Context: an optimization exercise on an open-source flow, tuned for small area and a short achievable clock period. The choices shown serve that exercise and are no tape-out recipe. In this exercise RTL edits were held to simulation tests only and were not proved equivalent to the original. Power is estimated from default activity; no workload was simulated.

## alpha
## trace_buffer
module trace_buffer #(
  parameter int XLEN    = 32,
  parameter int DEPTH   = 16,
  parameter int STAMP_W = 16,
  parameter int WRAP    = 0
) (
  input  logic                       clock,
  input  logic                       reset,
  input  logic                       arm,
  input  logic                       stop,
  input  logic                       trig_en,
  input  logic [XLEN-1:0]            trig_pc,
  input  logic                       in_valid,
  input  logic [31:0]                in_instr,
  input  logic [XLEN-1:0]            in_pc,
  input  logic [XLEN-1:0]            in_alu,
  output logic                       rd_valid,
  input  logic                       rd_ready,
  output logic [31:0]                rd_instr,
  output logic [XLEN-1:0]            rd_pc,
  output logic [XLEN-1:0]            rd_alu,
  output logic [STAMP_W-1:0]         rd_stamp,
  output logic [$clog2(DEPTH+1)-1:0] count,
  output logic [1:0]                 state,
  output logic                       overflow
);
For scale: about 6000 cells after synthesis, about 1900 flip-flops, ~260 I/O pins, roughly 67000 sq um of cells after synthesis.
clock: 5.0 ns
lec_check: 0
cap_margin: 20
core_margin: 2
core_utilization: 65
cts_buf_list: sky130_fd_sc_hd__clkbuf_16
cts_cluster_diameter: 100
cts_cluster_size: 30
setup_slack_margin: 2.7
slew_margin: 20
standard.sh (not shown) runs the stock make flow with config.mk's settings and CLKGATE_MAP_FILE= SYNTH_SCRIPT=/design/flow/synth_recipe.tcl, a recipe that flattens the netlist after the stock synthesis.
==> flow/flow/run.sh <==
#!/bin/bash
# Standard ORFS layout (the standard.sh, unchanged synthesis), with the
# port buffers made from plain buf_2 cells instead of the default delay-cell
# choice, so timing repair can size them like any other buffer.
set -euo pipefail
bash standard.sh "BUFFER_PORTS_ARGS=-buffer_cell sky130_fd_sc_hd__buf_2" finish > standard.log 2>&1
The inputs of beta differ from those of alpha as listed below.
# alpha
export LEC_CHECK = 0
export CAP_MARGIN = 20
export CORE_MARGIN = 2
export CORE_UTILIZATION = 65
export CTS_BUF_LIST = sky130_fd_sc_hd__clkbuf_16
export CTS_CLUSTER_DIAMETER = 100
export CTS_CLUSTER_SIZE = 30
export SETUP_SLACK_MARGIN = 2.7
export SLEW_MARGIN = 20
create_clock -name core_clock -period 5.0 [get_ports {clock}]
# beta
export LEC_CHECK = 0
export CAP_MARGIN = 10
export CORE_MARGIN = 2
export CORE_UTILIZATION = 65
export CTS_BUF_LIST = sky130_fd_sc_hd__clkbuf_16
export CTS_CLUSTER_DIAMETER = 100
export CTS_CLUSTER_SIZE = 30
export SETUP_SLACK_MARGIN = 2.7
export SLEW_MARGIN = 10
create_clock -name core_clock -period 5.0 [get_ports {clock}]
--- outcome ---
Compared with alpha, beta shows number of clock buffers in the layout lower by about 1.3%.
~same part of the power in the clock network in beta and alpha
From alpha to beta the numbers moved as follows: global-route track usage on met3 decreased by 0.26 points relative to the old numbers; wire length of the first global-routing pass decreased 0.55%; estimated wirelength of the detail-placed design comparable; area added between synthesis and finish now sits at about the same level.
Input-level comparison between gamma and beta:
# beta
export LEC_CHECK = 0
export CAP_MARGIN = 10
export CORE_MARGIN = 2
export CORE_UTILIZATION = 65
export CTS_BUF_LIST = sky130_fd_sc_hd__clkbuf_16
export CTS_CLUSTER_DIAMETER = 100
export CTS_CLUSTER_SIZE = 30
export SETUP_SLACK_MARGIN = 2.7
export SLEW_MARGIN = 10
create_clock -name core_clock -period 5.0 [get_ports {clock}]
# gamma
export LEC_CHECK = 0
export CAP_MARGIN = 20
export CORE_MARGIN = 2
export CORE_UTILIZATION = 60
export CTS_BUF_LIST = sky130_fd_sc_hd__clkbuf_16
export CTS_CLUSTER_DIAMETER = 100
export CTS_CLUSTER_SIZE = 30
export SETUP_SLACK_MARGIN = 2.6
export SLEW_MARGIN = 20
create_clock -name core_clock -period 5.0 [get_ports {clock}]
==> results.txt <==
gamma has completed all stages; timing, DRC and antenna checks passed. On final critical path time including I/O delays and setup, the higher figure sits with gamma, not beta. Per the comparison of gamma with beta, total via count after detailed routing ~0 delta, number of sinks handled by clock tree synthesis ~0 delta. In the reports for gamma and beta, the smaller initial antenna violation count belongs to beta. gamma gives less clock power than beta did. beta → gamma: sequential cell count neither gained nor lost much; overall power after layout lost about 0.56%; share of cells above drive strength 1 picked up an extra 0.16 points. Pin count of the biggest net entering global routing for gamma: 9.7% up relative to beta.

-- port drivers added, routing unchanged --
The results above use ideal ports. As a check the final layouts listed here were re-extracted and re-timed, cells and wires unchanged. Step 1 sets driving cells, clkbuf_16 on the clock port and buf_2 on the other inputs (assumed; they add their load-dependent delay and slew). Step 2 adds t to the input delays and takes it off the output delays; t is the mean of the earliest and latest rising clock arrival at the registers after step 1. Input paths then give back, and output paths get back, about the clock's delay inside the block. Slacks: no drivers / after step 1 / after step 2; pairs: no drivers / after step 1.
run | t, ns | setup WS [ns] | worst slew at a driven data input, ns
alpha | 0.778 | 2.532 / 2.532 / 1.923 | 0.19
beta | 0.768 | 2.491 / 2.491 / 1.925 | 0.17
gamma | 0.787 | 2.456 / 2.456 / 1.891 | 0.21
After both steps every run listed still meets setup and hold. The setup slack of alpha, which loses most, moves by 0.000 ns with the drivers and by -0.609 ns with both steps.
